Context: an optimization exercise on an open-source flow, tuned for small area. The choices shown serve that exercise and are no tape-out recipe. The RTL was checked by simulation tests, not by an equivalence proof against the original design. Power is estimated from default activity; no workload was simulated. The flow treats the clock pin as an ideal source, which a real chip does not have.

ember:
==> flow/design.v <==
package cpu_types_pkg;
   typedef logic [31:0] word_t;
   typedef logic [4:0]  reg_addr_t;
   typedef logic [4:0]  alu_op_t;    
   typedef logic [1:0]  wd_sel_t;
   localparam wd_sel_t wd_alu  = 2'd0;
   localparam wd_sel_t wd_pc4  = 2'd1;
   localparam wd_sel_t wd_load = 2'd3;
   typedef enum logic [1:0] {
      step_fetch  = 2'd0,
      step_decode = 2'd1,
      step_mem    = 2'd2,
      step_write  = 2'd3
   } step_t;
   typedef struct packed {
      logic    pc_enable;
      logic    pc_load;
      logic    reg_re1;
      logic    reg_re2;
      logic    reg_we;
      logic    alu_sel1;       
      logic    alu_sel2;       
      alu_op_t alu_op;
      logic    target_load;
      wd_sel_t wd_sel;
      logic    ram_addr_sel;   
      logic    inst_load;
      logic    inst_mux_sel;   
   } ctrl_t;
   typedef struct packed {
      logic [6:0] opcode;
      logic [2:0] funct3;
      logic       bit20;
      logic       bit30;
      logic       cmp_out;
   } decode_t;
endpackage
package isa_pkg;
   typedef enum logic [6:0] {
      OP_IMM   = 7'b0010011,
      LUI      = 7'b0110111,
      AUIPC    = 7'b0010111,
      OP       = 7'b0110011,
      JAL      = 7'b1101111,
      JALR     = 7'b1100111,
      BRANCH   = 7'b1100011,
      LOAD     = 7'b0000011,
      STORE    = 7'b0100011,
      MISC_MEM = 7'b0001111,
      SYSTEM   = 7'b1110011
   } opcode_t;
   localparam logic [2:0] f3_add_sub = 3'b000;
   localparam logic [2:0] f3_sll     = 3'b001;
   localparam logic [2:0] f3_slt     = 3'b010;
   localparam logic [2:0] f3_sltu    = 3'b011;
   localparam logic [2:0] f3_xor     = 3'b100;
   localparam logic [2:0] f3_srl_sra = 3'b101;
   localparam logic [2:0] f3_or      = 3'b110;
   localparam logic [2:0] f3_and     = 3'b111;
   localparam logic [2:0] f3_beq  = 3'b000;
   localparam logic [2:0] f3_bne  = 3'b001;
   localparam logic [2:0] f3_blt  = 3'b100;
   localparam logic [2:0] f3_bge  = 3'b101;
   localparam logic [2:0] f3_bltu = 3'b110;
   localparam logic [2:0] f3_bgeu = 3'b111;
endpackage
`timescale 1ns/1ps
module cpu_top (
   input  logic        clk,
   input  logic        reset,
   input  logic [31:0] ram_rdata,
   output logic [31:0] ram_addr,
   output logic [31:0] ram_wdata,
   output logic        ram_re,
   output logic        ram_we,
   output logic        halt
);
   logic [3:0]  c;
   logic        run;        
   logic [31:2] ir;
   logic [31:0] pc;         
   logic [27:0] sd;         
   logic [11:0] ea;         
   logic        alc;        
   logic        pcc;        
   logic        eq;         
   logic        cond;       
   logic [3:0]  sd_in;      
   logic [2:0]  ph;
   logic        f2;
   assign ph = c[2:0];
   assign f2 = c[3];
   logic [4:0] rs1, rs2, rd;
   logic [2:0] f3;
   logic i6, i5, i4, i3, i2;
   assign rs1 = ir[19:15];
   assign rs2 = ir[24:20];
   assign rd  = ir[11:7];
   assign f3  = ir[14:12];
   assign {i6, i5, i4, i3, i2} = ir[6:2];
   logic is_sys, is_jal, is_jalr, is_branch, is_lui, is_auipc;
   logic is_load, is_store, is_alu, is_op, is_shift, is_slt;
   assign is_sys    = i6 & i4;
   assign is_jal    = i3;
   assign is_jalr   = i6 & i2 & ~i3;
   assign is_branch = i6 & ~i4 & ~i2;
   assign is_lui    = ~i6 & i2 & i5;
   assign is_auipc  = ~i6 & i2 & ~i5;
   assign is_load   = ~i6 & ~i4 & ~i2 & ~i5;
   assign is_store  = ~i6 & ~i4 & ~i2 & i5;
   assign is_alu    = ~i6 & i4 & ~i2;
   assign is_op     = is_alu & i5;
   assign is_shift  = is_alu & (f3[1:0] == 2'b01);
   assign is_slt    = is_alu & (f3[2:1] == 2'b01);
   logic [31:0] imm;
   always_comb begin
      if (~i6 & i2)
         imm = {ir[31:12], 12'b0};
      else if (i3)
         imm = {{12{ir[31]}}, ir[19:12], ir[20], ir[30:21], 1'b0};
      else if (i6 & ~i2)
         imm = {{20{ir[31]}}, ir[7], ir[30:25], ir[11:8], 1'b0};
      else if (~i6 & i5)
         imm = {{21{ir[31]}}, ir[30:25], ir[11:7]};
      else
         imm = {{21{ir[31]}}, ir[30:20]};
   end
   logic [3:0] imm_d;
   assign imm_d = imm[4*ph +: 4];
   logic [127:0] taps;
   logic [3:0]   wd;
   logic         wen;
   assign taps[3:0] = 4'b0;
   for (genvar k = 1; k < 32; k++) begin : g_rf
      logic [31:0] r;
      always_ff @(posedge clk) begin
         r <= {(wen && rd == k) ? wd : r[3:0], r[31:4]};
      end
      assign taps[4*k +: 4] = r[3:0];
   end
   logic [3:0] pa, pb, pct;
   logic [63:0] a1, b1;
   logic [31:0] a2, b2;
   logic [15:0] a3, b3;
   logic [7:0]  a4, b4;
   for (genvar i = 0; i < 16; i++) begin : g_m1
      assign a1[4*i +: 4] = rs1[0] ? taps[8*i+4 +: 4] : taps[8*i +: 4];
      assign b1[4*i +: 4] = rs2[0] ? taps[8*i+4 +: 4] : taps[8*i +: 4];
   end
   for (genvar i = 0; i < 8; i++) begin : g_m2
      assign a2[4*i +: 4] = rs1[1] ? a1[8*i+4 +: 4] : a1[8*i +: 4];
      assign b2[4*i +: 4] = rs2[1] ? b1[8*i+4 +: 4] : b1[8*i +: 4];
   end
   for (genvar i = 0; i < 4; i++) begin : g_m3
      assign a3[4*i +: 4] = rs1[2] ? a2[8*i+4 +: 4] : a2[8*i +: 4];
      assign b3[4*i +: 4] = rs2[2] ? b2[8*i+4 +: 4] : b2[8*i +: 4];
   end
   for (genvar i = 0; i < 2; i++) begin : g_m4
      assign a4[4*i +: 4] = rs1[3] ? a3[8*i+4 +: 4] : a3[8*i +: 4];
      assign b4[4*i +: 4] = rs2[3] ? b3[8*i+4 +: 4] : b3[8*i +: 4];
   end
   assign pa = rs1[4] ? a4[7:4] : a4[3:0];
   assign pb = rs2[4] ? b4[7:4] : b4[3:0];
   assign pct = pc[3:0];
   logic       a_zero, a_pc, b_rs2, sub;
   logic [3:0] a, b, bx, logic_r, alu_out;
   logic [4:0] sum;
   logic       cin;
   assign a_zero = ~f2 & (is_lui | is_shift);
   assign a_pc   = f2 ? (is_jal | is_branch) : is_auipc;
   assign b_rs2  = ~f2 & (is_op | is_branch);
   assign sub    = ~f2 & (is_branch | is_slt | (is_op & f3 == 3'b000 & ir[30]) |
                          (is_shift & ~f3[2]));
   assign a  = a_zero ? 4'b0 : a_pc ? pct : pa;
   assign b  = b_rs2 ? pb : imm_d;
   assign bx = b ^ {4{sub}};
   assign cin = (ph == 3'd0) ? sub : alc;
   assign sum = {1'b0, a} + {1'b0, bx} + {4'b0, cin};
   always_comb begin
      case (f3[1:0])
         2'b10:   logic_r = a | b;
         2'b11:   logic_r = a & b;
         default: logic_r = a ^ b;
      endcase
   end
   assign alu_out = (is_alu & f3[2]) ? logic_r : sum[3:0];
   logic lt, cmp, eq_now;
   assign eq_now = (a == b) & (ph == 3'd0 | eq);
   assign lt  = ~sum[4] ^ ((is_branch ? ~f3[1] : ~f3[0]) & (a[3] ^ b[3]));
   assign cmp = is_branch ? ((f3[2] ? lt : eq_now) ^ f3[0]) : lt;
   logic [4:0] pca;
   logic       tgt;
   logic [3:0] pc_in;
   assign pca = {1'b0, pct} + {2'b0, f2 & ph == 3'd0, 2'b0} + {4'b0, ph != 3'd0 & pcc};
   assign tgt = is_jal | is_jalr | (is_branch & cond);
   always_comb begin
      if (!run)
         pc_in = 4'b0;
      else if (f2 & tgt)
         pc_in = {alu_out[3:1], alu_out[0] & (ph != 3'd0)};
      else
         pc_in = pca[3:0];
   end
   logic [2:0] q, ia;
   logic       left, vh;
   logic [3:0] ta, hv, shp, shd;
   logic [7:0] fun;
   assign q    = ea[4:2];
   assign left = ~f3[2] & (ea[4:0] != 5'd0);
   assign ia   = q + 3'd1;
   always_comb begin
      case (ia)
         3'd0:    ta = pa;
         3'd1:    ta = sd[3:0];
         3'd2:    ta = sd[7:4];
         3'd3:    ta = sd[11:8];
         3'd4:    ta = sd[15:12];
         3'd5:    ta = sd[19:16];
         3'd6:    ta = sd[23:20];
         default: ta = sd[27:24];
      endcase
   end
   assign vh  = ({1'b0, c} + {2'b0, q} <= 5'd14) ^ left;
   assign hv  = vh ? ta : {4{f3[2] & ir[30] & cond}};
   assign fun = {hv, shp} >> ea[1:0];
   assign shd = fun[3:0];
   logic [3:0] loadd;
   assign loadd = (ph == 3'd7) ? sd[27:24] : ram_rdata[4*ph +: 4];
   always_comb begin
      if (!f2)
         wd = alu_out;
      else if (is_jal | is_jalr)
         wd = pca[3:0];
      else if (is_load)
         wd = loadd;
      else if (is_slt)
         wd = {3'b0, cond & (ph == 3'd0)};
      else
         wd = shd;
   end
   logic w1, w2;
   assign w1  = (is_alu & ~is_shift & ~is_slt) | is_lui | is_auipc;
   assign w2  = is_jal | is_jalr | is_load | is_shift | is_slt;
   assign wen = run & (f2 ? w2 : w1);
   always_comb begin
      if (!f2)
         sd_in = is_store ? pb : pa;
      else if (is_load)
         sd_in = ram_rdata[31:28];
      else
         sd_in = pa;
   end
   always_ff @(posedge clk) begin
      pc  <= {pc_in, pc[31:4]};
      sd  <= {sd_in, sd[27:4]};
      alc <= sum[4];
      pcc <= pca[4];
      eq  <= eq_now;
      shp <= hv;
      if (c == 4'd7) cond <= is_shift ? pa[3] : cmp;
      if (c == 4'd0) ea[3:0]  <= alu_out;
      if (c == 4'd1) ea[7:4]  <= alu_out;
      if (c == 4'd2) ea[11:8] <= alu_out;
      if (c == 4'd15 && !halt) ir <= ram_rdata[31:2];
      if (reset) begin
         c   <= 4'd8;
         run <= 1'b0;
      end else begin
         c <= c + 4'd1;
         if (c == 4'd15) run <= 1'b1;
      end
   end
   assign halt      = run & is_sys;
   assign ram_we    = run & is_store & (c == 4'd7);
   assign ram_re    = ~ram_we;
   assign ram_addr  = {20'b0, (c == 4'd14) ? {pc[19:12], pc[11:10]} : ea[11:2], 2'b0};
   assign ram_wdata = {pb, sd};
endmodule
Settings: LEC_CHECK=0, CAP_MARGIN=0, CORE_MARGIN=2, CORE_UTILIZATION=60, SLEW_MARGIN=0; clock period 10.0 ns.
standard.sh (not shown) runs the stock make flow with config.mk's settings and CLKGATE_MAP_FILE= SYNTH_SCRIPT=/design/flow/synth_recipe.tcl, a recipe that flattens the netlist after the stock synthesis.
==> flow/flow/run.sh <==
#!/bin/bash
# Own flow: the standard layout with port buffers of the smallest buffer and a
# clock tree without dummy loads. Each tool's output goes to its own log.
export BUFFER_PORTS_ARGS="-buffer_cell sky130_fd_sc_hd__buf_1"
export CTS_ARGS="-sink_clustering_enable -repair_clock_nets -dont_use_dummy_load -buf_list sky130_fd_sc_hd__clkbuf_16 -sink_clustering_size 36 -sink_clustering_max_diameter 70"
bash standard.sh > standard.log 2>&1
The final layout from ember, which completed every stage, passed the timing, DRC and antenna checks at the end of the flow.
What juniper does differently from ember at the input level:
--- a/flow/design.v
+++ b/flow/design.v
@@ -77,11 +77,11 @@
 );
    logic [3:0]  c;
    logic        run;        
    logic [31:2] ir;
    logic [31:0] pc;         
-   logic [27:0] sd;         
+   logic [31:0] sd;         
    logic [11:0] ea;         
    logic        alc;        
    logic        pcc;        
    logic        eq;         
    logic        cond;       
@@ -201,33 +201,34 @@
       else
          pc_in = pca[3:0];
    end
    logic [2:0] q, ia;
    logic       left, vh;
-   logic [3:0] ta, hv, shp, shd;
+   logic [3:0] s0, ta, hv, shp, shd;
    logic [7:0] fun;
    assign q    = ea[4:2];
    assign left = ~f3[2] & (ea[4:0] != 5'd0);
    assign ia   = q + 3'd1;
+   assign s0   = f2 ? sd[3:0] : sd_in;
    always_comb begin
       case (ia)
-         3'd0:    ta = pa;
-         3'd1:    ta = sd[3:0];
-         3'd2:    ta = sd[7:4];
-         3'd3:    ta = sd[11:8];
-         3'd4:    ta = sd[15:12];
-         3'd5:    ta = sd[19:16];
-         3'd6:    ta = sd[23:20];
-         default: ta = sd[27:24];
+         3'd0:    ta = s0;
+         3'd1:    ta = sd[7:4];
+         3'd2:    ta = sd[11:8];
+         3'd3:    ta = sd[15:12];
+         3'd4:    ta = sd[19:16];
+         3'd5:    ta = sd[23:20];
+         3'd6:    ta = sd[27:24];
+         default: ta = sd[31:28];
       endcase
    end
    assign vh  = ({1'b0, c} + {2'b0, q} <= 5'd14) ^ left;
    assign hv  = vh ? ta : {4{f3[2] & ir[30] & cond}};
    assign fun = {hv, shp} >> ea[1:0];
    assign shd = fun[3:0];
    logic [3:0] loadd;
-   assign loadd = (ph == 3'd7) ? sd[27:24] : ram_rdata[4*ph +: 4];
+   assign loadd = (ph == 3'd7) ? sd[31:28] : ram_rdata[4*ph +: 4];
    always_comb begin
       if (!f2)
          wd = alu_out;
       else if (is_jal | is_jalr)
          wd = pca[3:0];
@@ -246,15 +247,15 @@
       if (!f2)
          sd_in = is_store ? pb : pa;
       else if (is_load)
          sd_in = ram_rdata[31:28];
       else
-         sd_in = pa;
+         sd_in = sd[3:0];
    end
    always_ff @(posedge clk) begin
       pc  <= {pc_in, pc[31:4]};
-      sd  <= {sd_in, sd[27:4]};
+      sd  <= {sd_in, sd[31:4]};
       alc <= sum[4];
       pcc <= pca[4];
       eq  <= eq_now;
       shp <= hv;
       if (c == 4'd7) cond <= is_shift ? pa[3] : cmp;
@@ -272,7 +273,7 @@
    end
    assign halt      = run & is_sys;
    assign ram_we    = run & is_store & (c == 4'd7);
    assign ram_re    = ~ram_we;
    assign ram_addr  = {20'b0, (c == 4'd14) ? {pc[19:12], pc[11:10]} : ea[11:2], 2'b0};
-   assign ram_wdata = {pb, sd};
+   assign ram_wdata = {pb, sd[31:4]};
 endmodule
Compared ember against juniper; power within noise.
Sequential share of power delta for juniper relative to ember: 0.3 points higher
ember → juniper: utilization has remained practically unchanged, non-clock buffer count dropped 7.8%, cell area now larger.
Weighted congestion reported at the end of routability-driven placement, ember and juniper: larger value in ember
Time the final worst path needs with I/O delays and setup deteriorates in juniper relative to ember.
Re total standard cell area after synthesis: ember and juniper aren't equal, and the higher value belongs to juniper.
juniper vs ember: instance count of the mapped netlist down
Across ember and juniper, the outcome is the same: a clean finish for every run.

[separate check: timing with driven ports]
In the flow no input, the clock included, has a driving cell. The finished layouts below were timed again as built, in two steps. Step 1: set_driving_cell puts a clkbuf_16 on clk and a buf_2 on each other input, an assumption about the parent block. Step 2 also shifts input and output timing later by t, the mid clock arrival at the registers, as if the neighbouring blocks saw the same clock. Three values: ideal, step 1, step 2; two values: the first two.
run | t, ns | setup WS [ns] | clock arrival spread, ns | worst register clock-pin slew, ns | worst data-port slew with drivers (ns)
ember | 0.641 | 4.538 / 4.538 / 4.538 | 0.088 / 0.087 | 0.12 / 0.12 | 0.05
juniper | 0.649 | 4.464 / 4.464 / 4.464 | 0.084 / 0.084 | 0.12 / 0.12 | 0.04
After both steps setup and hold are still met in every run listed.
